Source: an optimization exercise on an open RTL-to-GDS flow (aim: small area). Production flows keep margins and buffers that such runs may drop. RTL that was checked went through simulation tests only; none was proved equivalent to the original. Power figures rest on the tool's default switching activity, not on a simulated workload.

==> flow/design.v <==
module cpu_mem_stage #(
    parameter int WIDTH = 32,
    parameter int DEPTH = 32
) (
    input  logic             clk,
    input  logic             rst,
    input  logic             in_valid,
    input  logic             stall,
    input  logic [WIDTH-1:0] out_alu,
    input  logic [WIDTH-1:0] rdata2,
    input  logic             is_write_mem,
    input  logic             is_read_mem,
    input  logic [1:0]       mem_size,
    input  logic             is_unsigned,
    input  logic [4:0]       rd_in,
    input  logic             is_write_reg_in,
    output logic             out_valid,
    output logic [WIDTH-1:0] out_wb,
    output logic [WIDTH-1:0] out_memory,
    output logic [4:0]       rd_out,
    output logic             is_write_reg_out,
    output logic             misaligned
);
    localparam int IDX_W = $clog2(DEPTH);
    logic [DEPTH-1:0][31:0] mem;
    logic                   vld;
    logic                   ld_q;
    logic [IDX_W-1:0] idx;
    logic [1:0]       lane;
    logic             sz_byte;
    logic             sz_half;
    logic             addr_bad;
    logic             active;
    logic             mis;
    logic             ld_op;
    logic             store_en;
    logic             load_en;
    logic [31:0]      rd_word;
    logic [7:0]       byte_sel;
    logic [15:0]      half_sel;
    logic [31:0]      load_ext;
    logic [31:0]      load_data;
    logic [3:0]       wr_be;
    logic [31:0]      wr_data;
    logic [WIDTH-1:0] wb_next;
    assign idx     = out_alu[IDX_W+1:2];
    assign lane    = out_alu[1:0];
    assign sz_byte = (mem_size == 2'b00);
    assign sz_half = (mem_size == 2'b01);
    assign addr_bad = (sz_half & lane[0]) | (~sz_byte & ~sz_half & (lane != 2'b00));
    assign active   = in_valid & ~stall;
    assign mis      = active & (is_write_mem | is_read_mem) & addr_bad;
    assign ld_op    = is_read_mem & ~is_write_mem;
    assign store_en = active & is_write_mem & ~addr_bad;
    assign load_en  = in_valid & ld_op & ~addr_bad;
    localparam int NGRP = DEPTH / 3;
    localparam int NREM = DEPTH - 3 * NGRP;
    logic [DEPTH-1:0]             rsel;
    logic [31:0][NGRP-1:0]        rgrp_n;
    logic [31:0]                  rrem;
    always_comb begin
        for (int w = 0; w < DEPTH; w++) begin
            rsel[w] = (idx == w[IDX_W-1:0]) & vld;
        end
    end
    for (genvar i = 0; i < 32; i++) begin : g_rbit
        for (genvar g = 0; g < NGRP; g++) begin : g_grp
            cms_aoi222 u_aoi (
                .a0(rsel[3*g]),   .b0(mem[3*g][i]),
                .a1(rsel[3*g+1]), .b1(mem[3*g+1][i]),
                .a2(rsel[3*g+2]), .b2(mem[3*g+2][i]),
                .y (rgrp_n[i][g])
            );
        end
        if (NREM == 2) begin : g_r2
            cms_ao22 u_ao (
                .a0(rsel[DEPTH-2]), .b0(mem[DEPTH-2][i]),
                .a1(rsel[DEPTH-1]), .b1(mem[DEPTH-1][i]),
                .y (rrem[i])
            );
        end else if (NREM == 1) begin : g_r1
            assign rrem[i] = rsel[DEPTH-1] & mem[DEPTH-1][i];
        end else begin : g_r0
            assign rrem[i] = 1'b0;
        end
        assign rd_word[i] = ~&rgrp_n[i] | rrem[i];
    end
    always_comb begin
        case (lane)
            2'd0:    byte_sel = rd_word[7:0];
            2'd1:    byte_sel = rd_word[15:8];
            2'd2:    byte_sel = rd_word[23:16];
            default: byte_sel = rd_word[31:24];
        endcase
        half_sel = lane[1] ? rd_word[31:16] : rd_word[15:0];
        if (sz_byte) begin
            load_ext = {{24{~is_unsigned & byte_sel[7]}}, byte_sel};
        end else if (sz_half) begin
            load_ext = {{16{~is_unsigned & half_sel[15]}}, half_sel};
        end else begin
            load_ext = rd_word;
        end
    end
    assign load_data = load_ext & {32{load_en}};
    assign wb_next   = load_data | (out_alu & {WIDTH{in_valid & ~ld_op}});
    always_comb begin
        wr_be   = 4'b1111;
        wr_data = rdata2;
        if (sz_byte) begin
            wr_be   = 4'b0001 << lane;
            wr_data = {4{rdata2[7:0]}};
        end else if (sz_half) begin
            wr_be   = lane[1] ? 4'b1100 : 4'b0011;
            wr_data = {2{rdata2[15:0]}};
        end
        for (int b = 0; b < 4; b++) begin
            if (!wr_be[b]) wr_data[8*b +: 8] = rd_word[8*b +: 8];
        end
    end
    logic [DEPTH-1:0]           wen;
    logic [DEPTH-1:0]           whold;
    logic [DEPTH-1:0][31:0]     mem_d;
    always_comb begin
        for (int w = 0; w < DEPTH; w++) begin
            wen[w]   = store_en & (idx == w[IDX_W-1:0]);
            whold[w] = vld & ~wen[w];
        end
    end
    for (genvar w = 0; w < DEPTH; w++) begin : g_ww
        for (genvar i = 0; i < 32; i++) begin : g_wb
            cms_ao22 u_ao (
                .a0(wen[w]),   .b0(wr_data[i]),
                .a1(whold[w]), .b1(mem[w][i]),
                .y (mem_d[w][i])
            );
        end
    end
    always_ff @(posedge clk) begin
        mem <= mem_d;
    end
    always_ff @(posedge clk or posedge rst) begin
        if (rst) begin
            vld <= 1'b0;
        end else if (store_en) begin
            vld <= 1'b1;
        end
    end
    always_ff @(posedge clk or posedge rst) begin
        if (rst) begin
            out_valid        <= 1'b0;
            out_wb           <= '0;
            ld_q             <= 1'b0;
            rd_out           <= 5'd0;
            is_write_reg_out <= 1'b0;
            misaligned       <= 1'b0;
        end else if (!stall) begin
            out_valid        <= in_valid;
            out_wb           <= wb_next;
            ld_q             <= load_en;
            rd_out           <= rd_in;
            is_write_reg_out <= in_valid & is_write_reg_in & ~mis;
            misaligned       <= mis;
        end
    end
    assign out_memory = out_wb & {WIDTH{ld_q}};
endmodule
module cms_aoi222 (
    input  logic a0, b0, a1, b1, a2, b2,
    output logic y
);
    assign y = ~((a0 & b0) | (a1 & b1) | (a2 & b2));
endmodule
module cms_ao22 (
    input  logic a0, b0, a1, b1,
    output logic y
);
    assign y = (a0 & b0) | (a1 & b1);
endmodule
export LEC_CHECK = 0
export CAP_MARGIN = 20
export CORE_MARGIN = 2
export CORE_UTILIZATION = 55
export SLEW_MARGIN = 20
export SYNTH_HIERARCHICAL = 1
export SYNTH_MINIMUM_KEEP_SIZE = 0
create_clock -name core_clock -period 7.0 [get_ports {clk}]
standard.sh (not shown) runs the stock make flow with config.mk's settings and CLKGATE_MAP_FILE= SYNTH_SCRIPT=/design/flow/synth_recipe.tcl, a recipe that flattens the netlist after the stock synthesis.
==> flow/flow/run.sh <==
#!/bin/bash
# The standard ORFS flow (standard.sh), with two changes:
#  - the port buffers are the smallest buffer, sky130_fd_sc_hd__buf_1;
#  - clock tree synthesis uses clkbuf_16, clusters up to 26 sinks per leaf
#    buffer and adds no dummy loads.
# ORFS writes each step's full log under orfs/logs/; make's own output goes to
# flow_make.log in this folder.
set -euo pipefail
export BUFFER_PORTS_ARGS="-buffer_cell sky130_fd_sc_hd__buf_1"
export CTS_ARGS="-sink_clustering_enable -repair_clock_nets -dont_use_dummy_load -buf_list sky130_fd_sc_hd__clkbuf_16 -sink_clustering_size 26 -sink_clustering_max_diameter 70"
bash standard.sh finish > flow_make.log 2>&1
Change:
--- a/flow/design.v
+++ b/flow/design.v
@@ -36,13 +36,12 @@
     logic             store_en;
     logic             load_en;
     logic [31:0]      rd_word;
     logic [7:0]       byte_sel;
     logic [15:0]      half_sel;
     logic [31:0]      load_ext;
-    logic [31:0]      load_data;
     logic [3:0]       wr_be;
     logic [31:0]      wr_data;
     logic [WIDTH-1:0] wb_next;
     assign idx     = out_alu[IDX_W+1:2];
     assign lane    = out_alu[1:0];
     assign sz_byte = (mem_size == 2'b00);
@@ -98,14 +97,23 @@
         end else if (sz_half) begin
             load_ext = {{16{~is_unsigned & half_sel[15]}}, half_sel};
         end else begin
             load_ext = rd_word;
         end
     end
-    assign load_data = load_ext & {32{load_en}};
-    assign wb_next   = load_data | (out_alu & {WIDTH{in_valid & ~ld_op}});
+    logic wb_ld, wb_alu;
+    assign wb_ld  = ~stall & load_en;
+    assign wb_alu = ~stall & in_valid & ~ld_op;
+    for (genvar i = 0; i < WIDTH; i++) begin : g_wb
+        cms_ao222 u_ao (
+            .a0(stall),  .b0(out_wb[i]),
+            .a1(wb_ld),  .b1(load_ext[i]),
+            .a2(wb_alu), .b2(out_alu[i]),
+            .y (wb_next[i])
+        );
+    end
     always_comb begin
         wr_be   = 4'b1111;
         wr_data = rdata2;
         if (sz_byte) begin
             wr_be   = 4'b0001 << lane;
             wr_data = {4{rdata2[7:0]}};
@@ -144,21 +152,26 @@
         end else if (store_en) begin
             vld <= 1'b1;
         end
     end
     always_ff @(posedge clk or posedge rst) begin
         if (rst) begin
+            out_wb           <= '0;
+        end else begin
+            out_wb           <= wb_next;
+        end
+    end
+    always_ff @(posedge clk or posedge rst) begin
+        if (rst) begin
             out_valid        <= 1'b0;
-            out_wb           <= '0;
             ld_q             <= 1'b0;
             rd_out           <= 5'd0;
             is_write_reg_out <= 1'b0;
             misaligned       <= 1'b0;
         end else if (!stall) begin
             out_valid        <= in_valid;
-            out_wb           <= wb_next;
             ld_q             <= load_en;
             rd_out           <= rd_in;
             is_write_reg_out <= in_valid & is_write_reg_in & ~mis;
             misaligned       <= mis;
         end
     end
@@ -173,6 +186,12 @@
 module cms_ao22 (
     input  logic a0, b0, a1, b1,
     output logic y
 );
     assign y = (a0 & b0) | (a1 & b1);
 endmodule
+module cms_ao222 (
+    input  logic a0, b0, a1, b1, a2, b2,
+    output logic y
+);
+    assign y = (a0 & b0) | (a1 & b1) | (a2 & b2);
+endmodule
=> Via count stays flat; setup slack loses 0.090 ns; combinational power is about the same; design area went up by 0.56%; count of clock-buffer cells in the layout is unchanged; synthesized area went down by 0.31%.
No functional check of the RTL was part of the second run of this note.

---

v6:
RTL: the design.v shown in full above, as it stands there.
export LEC_CHECK = 0
export CAP_MARGIN = 12
export CORE_MARGIN = 2
export CORE_UTILIZATION = 55
export PLACE_DENSITY = 0.75
export SLEW_MARGIN = 12
export SYNTH_HIERARCHICAL = 1
export SYNTH_MINIMUM_KEEP_SIZE = 0
create_clock -name core_clock -period 7.0 [get_ports {clk}]
==> flow/flow/run.sh <==
#!/bin/bash
# The standard ORFS flow (standard.sh), with two changes:
#  - the port buffers are the smallest buffer, sky130_fd_sc_hd__buf_1;
#  - clock tree synthesis uses clkbuf_16, clusters up to 28 sinks per leaf
#    buffer and adds no dummy loads.
# ORFS writes each step's full log under orfs/logs/; make's own output goes to
# flow_make.log in this folder.
set -euo pipefail
export BUFFER_PORTS_ARGS="-buffer_cell sky130_fd_sc_hd__buf_1"
export CTS_ARGS="-sink_clustering_enable -repair_clock_nets -dont_use_dummy_load -buf_list sky130_fd_sc_hd__clkbuf_16 -sink_clustering_size 28 -sink_clustering_max_diameter 75"
bash standard.sh finish > flow_make.log 2>&1
v6: all stages complete, timing, DRC and antenna checks passed
Setup changes, v6 to v7
--- a/flow/design.v
+++ b/flow/design.v
@@ -39,7 +39,6 @@
     logic [7:0]       byte_sel;
     logic [15:0]      half_sel;
     logic [31:0]      load_ext;
-    logic [31:0]      load_data;
     logic [3:0]       wr_be;
     logic [31:0]      wr_data;
     logic [WIDTH-1:0] wb_next;
@@ -101,8 +100,17 @@
             load_ext = rd_word;
         end
     end
-    assign load_data = load_ext & {32{load_en}};
-    assign wb_next   = load_data | (out_alu & {WIDTH{in_valid & ~ld_op}});
+    logic wb_ld, wb_alu;
+    assign wb_ld  = ~stall & load_en;
+    assign wb_alu = ~stall & in_valid & ~ld_op;
+    for (genvar i = 0; i < WIDTH; i++) begin : g_wb
+        cms_ao222 u_ao (
+            .a0(stall),  .b0(out_wb[i]),
+            .a1(wb_ld),  .b1(load_ext[i]),
+            .a2(wb_alu), .b2(out_alu[i]),
+            .y (wb_next[i])
+        );
+    end
     always_comb begin
         wr_be   = 4'b1111;
         wr_data = rdata2;
@@ -147,15 +155,20 @@
     end
     always_ff @(posedge clk or posedge rst) begin
         if (rst) begin
+            out_wb           <= '0;
+        end else begin
+            out_wb           <= wb_next;
+        end
+    end
+    always_ff @(posedge clk or posedge rst) begin
+        if (rst) begin
             out_valid        <= 1'b0;
-            out_wb           <= '0;
             ld_q             <= 1'b0;
             rd_out           <= 5'd0;
             is_write_reg_out <= 1'b0;
             misaligned       <= 1'b0;
         end else if (!stall) begin
             out_valid        <= in_valid;
-            out_wb           <= wb_next;
             ld_q             <= load_en;
             rd_out           <= rd_in;
             is_write_reg_out <= in_valid & is_write_reg_in & ~mis;
@@ -176,3 +189,9 @@
 );
     assign y = (a0 & b0) | (a1 & b1);
 endmodule
+module cms_ao222 (
+    input  logic a0, b0, a1, b1, a2, b2,
+    output logic y
+);
+    assign y = (a0 & b0) | (a1 & b1) | (a2 & b2);
+endmodule
==> comparison <==
Comparing v6 and v7, the lower area of the die was measured on v7. v6 has lower global-route usage than v7. Share of power burned in combinational logic: v6 vs v7, no meaningful difference. Well tap count ended up about 1% lower on v7 than on v6. Between v7 and v6, it is v7 whose placed wire-length estimate is higher, by 8000 um. Compare v6 and v7 | number of antenna violations at the first check in global routing lower: v6. Via count, v7 vs v6: up slightly. | hold slack | v7 vs v6 | worse |. A worst setup path endpoint of mem[209]$_DFF_P_ is what v6 shows, while out_wb[5]$_DFF_PP0_ belongs to v7.
Only the layout flow was run in v7; the RTL was not checked for function there.

---

Another version of the RTL of cpu_mem_stage (not shown whole).
Size: roughly 2,600 cells after synthesis, ~150 I/O pins.
==> module cpu_mem_stage, before the edit <==
module cpu_mem_stage #(
    parameter int WIDTH = 32,
    parameter int DEPTH = 32
) (
    input  logic             clk,
    input  logic             rst,
    input  logic             in_valid,
    input  logic             stall,
    input  logic [WIDTH-1:0] out_alu,
    input  logic [WIDTH-1:0] rdata2,
    input  logic             is_write_mem,
    input  logic             is_read_mem,
    input  logic [1:0]       mem_size,
    input  logic             is_unsigned,
    input  logic [4:0]       rd_in,
    input  logic             is_write_reg_in,
    output logic             out_valid,
    output logic [WIDTH-1:0] out_wb,
    output logic [WIDTH-1:0] out_memory,
    output logic [4:0]       rd_out,
    output logic             is_write_reg_out,
    output logic             misaligned
);
    localparam int IDX_W = $clog2(DEPTH);
    logic [DEPTH-1:0][31:0] mem;
    logic [DEPTH-1:0]       vld;
    logic                   ld_q;
    logic [IDX_W-1:0] idx;
    logic [1:0]       lane;
    logic             sz_byte;
    logic             sz_half;
    logic             addr_bad;
    logic             active;
    logic             mis;
    logic             ld_op;
    logic             store_en;
    logic             load_en;
    logic [31:0]      rd_word;
    logic [7:0]       byte_sel;
    logic [15:0]      half_sel;
    logic [31:0]      load_ext;
    logic [3:0]       wr_be;
    logic [31:0]      wr_data;
    logic [WIDTH-1:0] wb_next;
    assign idx     = out_alu[IDX_W+1:2];
    assign lane    = out_alu[1:0];
    assign sz_byte = (mem_size == 2'b00);
    assign sz_half = (mem_size == 2'b01);
    assign addr_bad = (sz_half & lane[0]) | (~sz_byte & ~sz_half & (lane != 2'b00));
    assign active   = in_valid & ~stall;
    assign mis      = active & (is_write_mem | is_read_mem) & addr_bad;
    assign ld_op    = is_read_mem & ~is_write_mem;
    assign store_en = active & is_write_mem & ~addr_bad;
    assign load_en  = in_valid & ld_op & ~addr_bad;
    always_comb begin
        rd_word = '0;
        for (int w = 0; w < DEPTH; w++) begin
            if (idx == w[IDX_W-1:0] && vld[w] && load_en) rd_word = rd_word | mem[w];
        end
    end
    always_comb begin
        case (lane)
            2'd0:    byte_sel = rd_word[7:0];
            2'd1:    byte_sel = rd_word[15:8];
            2'd2:    byte_sel = rd_word[23:16];
            default: byte_sel = rd_word[31:24];
        endcase
        half_sel = lane[1] ? rd_word[31:16] : rd_word[15:0];
        if (sz_byte) begin
            load_ext = {{24{~is_unsigned & byte_sel[7]}}, byte_sel};
        end else if (sz_half) begin
            load_ext = {{16{~is_unsigned & half_sel[15]}}, half_sel};
        end else begin
            load_ext = rd_word;
        end
    end
    assign wb_next = load_ext | (out_alu & {WIDTH{in_valid & ~ld_op}});
    always_comb begin
        wr_be   = 4'b1111;
        wr_data = rdata2;
        if (sz_byte) begin
            wr_be   = 4'b0001 << lane;
            wr_data = {4{rdata2[7:0]}};
        end else if (sz_half) begin
            wr_be   = lane[1] ? 4'b1100 : 4'b0011;
            wr_data = {2{rdata2[15:0]}};
        end
        for (int b = 0; b < 4; b++) begin
            if (!wr_be[b]) wr_data[8*b +: 8] = 8'h00;
        end
    end
    logic [DEPTH-1:0] wsel;
    logic [DEPTH-1:0][3:0] wen;
    logic [DEPTH-1:0][3:0] whold;
    always_comb begin
        for (int w = 0; w < DEPTH; w++) begin
            wsel[w] = store_en & (idx == w[IDX_W-1:0]);
            for (int b = 0; b < 4; b++) begin
                wen[w][b]   = wsel[w] & (wr_be[b] | ~vld[w]);
                whold[w][b] = ~wsel[w] | (~wr_be[b] & vld[w]);
            end
        end
    end
    always_ff @(posedge clk) begin
        for (int w = 0; w < DEPTH; w++) begin
            for (int b = 0; b < 4; b++) begin
                mem[w][8*b +: 8] <= (wr_data[8*b +: 8] & {8{wen[w][b]}})
                                  | (mem[w][8*b +: 8] & {8{whold[w][b]}});
            end
        end
    end
    always_ff @(posedge clk or posedge rst) begin
        if (rst) begin
            vld <= '0;
        end else if (store_en) begin
            vld[idx] <= 1'b1;
        end
    end
    always_ff @(posedge clk or posedge rst) begin
        if (rst) begin
            out_valid        <= 1'b0;
            out_wb           <= '0;
            ld_q             <= 1'b0;
            rd_out           <= 5'd0;
            is_write_reg_out <= 1'b0;
            misaligned       <= 1'b0;
        end else if (!stall) begin
            out_valid        <= in_valid;
            out_wb           <= wb_next;
            ld_q             <= load_en;
            rd_out           <= rd_in;
            is_write_reg_out <= in_valid & is_write_reg_in & ~mis;
            misaligned       <= mis;
        end
    end
    assign out_memory = out_wb & {WIDTH{ld_q}};
endmodule
==> flow/config.mk <==
export PLATFORM = sky130hd
export DESIGN_NAME = cpu_mem_stage
export DESIGN_NICKNAME = cpu_mem_stage
export VERILOG_FILES = /design/flow/design.v
export SDC_FILE = /design/flow/constraint.sdc
export NUM_CORES = 4
export LEC_CHECK = 0
export CAP_MARGIN = 20
export CORE_MARGIN = 2
export CORE_UTILIZATION = 40
export SLEW_MARGIN = 20
==> flow/constraint.sdc <==
create_clock -name core_clock -period 7.0 [get_ports {clk}]
set_input_delay 1.4000 -clock core_clock [delete_from_list [all_inputs] [get_ports {clk}]]
set_output_delay 1.4000 -clock core_clock [all_outputs]
set_load 0.01 [all_outputs]
run.sh (not shown) runs the stock make flow with config.mk's settings and CLKGATE_MAP_FILE= SYNTH_SCRIPT=/design/flow/synth_recipe.tcl, a recipe that flattens the netlist after the stock synthesis.
Stock flow here: none of the scripts above is used.
Rerun with:
--- a/flow/design.v
+++ b/flow/design.v
@@ -24,6 +24,4 @@
     localparam int IDX_W = $clog2(DEPTH);
     logic [DEPTH-1:0][31:0] mem;
-    logic [DEPTH-1:0]       vld;
-    logic                   ld_q;
     logic [IDX_W-1:0] idx;
     logic [1:0]       lane;
@@ -33,5 +31,5 @@
     logic             active;
     logic             mis;
-    logic             ld_op;
+    logic             is_load;
     logic             store_en;
     logic             load_en;
@@ -40,4 +38,5 @@
     logic [15:0]      half_sel;
     logic [31:0]      load_ext;
+    logic [31:0]      load_data;
     logic [3:0]       wr_be;
     logic [31:0]      wr_data;
@@ -50,14 +49,10 @@
     assign active   = in_valid & ~stall;
     assign mis      = active & (is_write_mem | is_read_mem) & addr_bad;
-    assign ld_op    = is_read_mem & ~is_write_mem;
+    assign is_load  = active & is_read_mem & ~is_write_mem;
     assign store_en = active & is_write_mem & ~addr_bad;
-    assign load_en  = in_valid & ld_op & ~addr_bad;
+    assign load_en  = is_load & ~addr_bad;
+    assign rd_word  = mem[idx];
     always_comb begin
-        rd_word = '0;
-        for (int w = 0; w < DEPTH; w++) begin
-            if (idx == w[IDX_W-1:0] && vld[w] && load_en) rd_word = rd_word | mem[w];
-        end
-    end
-    always_comb begin
+        byte_sel = 8'h00;
         case (lane)
             2'd0:    byte_sel = rd_word[7:0];
@@ -75,5 +70,6 @@
         end
     end
-    assign wb_next = load_ext | (out_alu & {WIDTH{in_valid & ~ld_op}});
+    assign load_data = load_en ? load_ext : 32'h0;
+    assign wb_next   = is_load ? load_data : out_alu;
     always_comb begin
         wr_be   = 4'b1111;
@@ -86,33 +82,14 @@
             wr_data = {2{rdata2[15:0]}};
         end
-        for (int b = 0; b < 4; b++) begin
-            if (!wr_be[b]) wr_data[8*b +: 8] = 8'h00;
-        end
-    end
-    logic [DEPTH-1:0] wsel;
-    logic [DEPTH-1:0][3:0] wen;
-    logic [DEPTH-1:0][3:0] whold;
-    always_comb begin
-        for (int w = 0; w < DEPTH; w++) begin
-            wsel[w] = store_en & (idx == w[IDX_W-1:0]);
-            for (int b = 0; b < 4; b++) begin
-                wen[w][b]   = wsel[w] & (wr_be[b] | ~vld[w]);
-                whold[w][b] = ~wsel[w] | (~wr_be[b] & vld[w]);
-            end
-        end
-    end
-    always_ff @(posedge clk) begin
-        for (int w = 0; w < DEPTH; w++) begin
-            for (int b = 0; b < 4; b++) begin
-                mem[w][8*b +: 8] <= (wr_data[8*b +: 8] & {8{wen[w][b]}})
-                                  | (mem[w][8*b +: 8] & {8{whold[w][b]}});
-            end
-        end
     end
     always_ff @(posedge clk or posedge rst) begin
         if (rst) begin
-            vld <= '0;
+            mem <= '0;
         end else if (store_en) begin
-            vld[idx] <= 1'b1;
+            for (int b = 0; b < 4; b++) begin
+                if (wr_be[b]) begin
+                    mem[idx][8*b +: 8] <= wr_data[8*b +: 8];
+                end
+            end
         end
     end
@@ -121,5 +98,5 @@
             out_valid        <= 1'b0;
             out_wb           <= '0;
-            ld_q             <= 1'b0;
+            out_memory       <= '0;
             rd_out           <= 5'd0;
             is_write_reg_out <= 1'b0;
@@ -127,6 +104,6 @@
         end else if (!stall) begin
             out_valid        <= in_valid;
-            out_wb           <= wb_next;
-            ld_q             <= load_en;
+            out_wb           <= in_valid ? wb_next : '0;
+            out_memory       <= load_data;
             rd_out           <= rd_in;
             is_write_reg_out <= in_valid & is_write_reg_in & ~mis;
@@ -134,4 +111,3 @@
         end
     end
-    assign out_memory = out_wb & {WIDTH{ld_q}};
 endmodule
After rerunning: Count of clock-buffer cells in the layout rose by 33; register-to-register slack improved by 0.83 ns; worst setup slack improved by 0.72 ns; total power rose by 6.4%; combinational power rose by 98%; non-clock buffer count fell by 129; cell count rose by 31%.
No functional check of the RTL was part of the first run of this note.

==> port drivers added, routing unchanged <==
How much do the figures lean on ideal ports? The routed layouts below were timed once more, with nothing changed but the port constraints.
Step 1, drivers: a clkbuf_16 drives clk and a buf_2 each remaining input, both assumed.
Step 2 moves the port delays by t, midway between the first and last clock arrival at a register: inputs arrive t later, outputs are due t later. That takes back most of the time a late clock gives input paths.
Slacks: ideal ports / drivers / drivers and shift; pairs: ideal ports / drivers.
| run | t, ns | setup WS [ns] | hold slack, ns | worst setup path after step 2 | worst data-port slew with drivers (ns) |
|---|---|---|---|---|---|
| the first run of note 1 | 0.695 | 1.688 / 1.665 / 0.970 | 0.474 / 0.474 / 0.474 | input to register | 0.15 |
| the second run of note 1 | 0.709 | 1.598 / 1.634 / 0.925 | 0.468 / 0.468 / 0.468 | input to register | 0.08 |
| v6 | 0.677 | 1.423 / 1.410 / 0.733 | 0.475 / 0.475 / 0.475 | input to register | 0.15 |
| v7 | 0.686 | 1.030 / 1.054 / 0.367 | 0.469 / 0.469 / 0.469 | input to register | 0.14 |
| the first run of note 3 | 0.766 | 1.312 / 1.354 / 0.588 | 0.488 / 0.488 / 0.488 | input to register | 0.06 |
| the second run of note 3 | 0.824 | 2.035 / 2.059 / 1.235 | 0.475 / 0.475 / 0.475 | input to register | 0.10 |
After both steps every run listed still meets setup and hold. For the second run of note 3, which loses most, drivers alone change the setup slack by +0.024 ns; drivers and shift together by -0.800 ns.
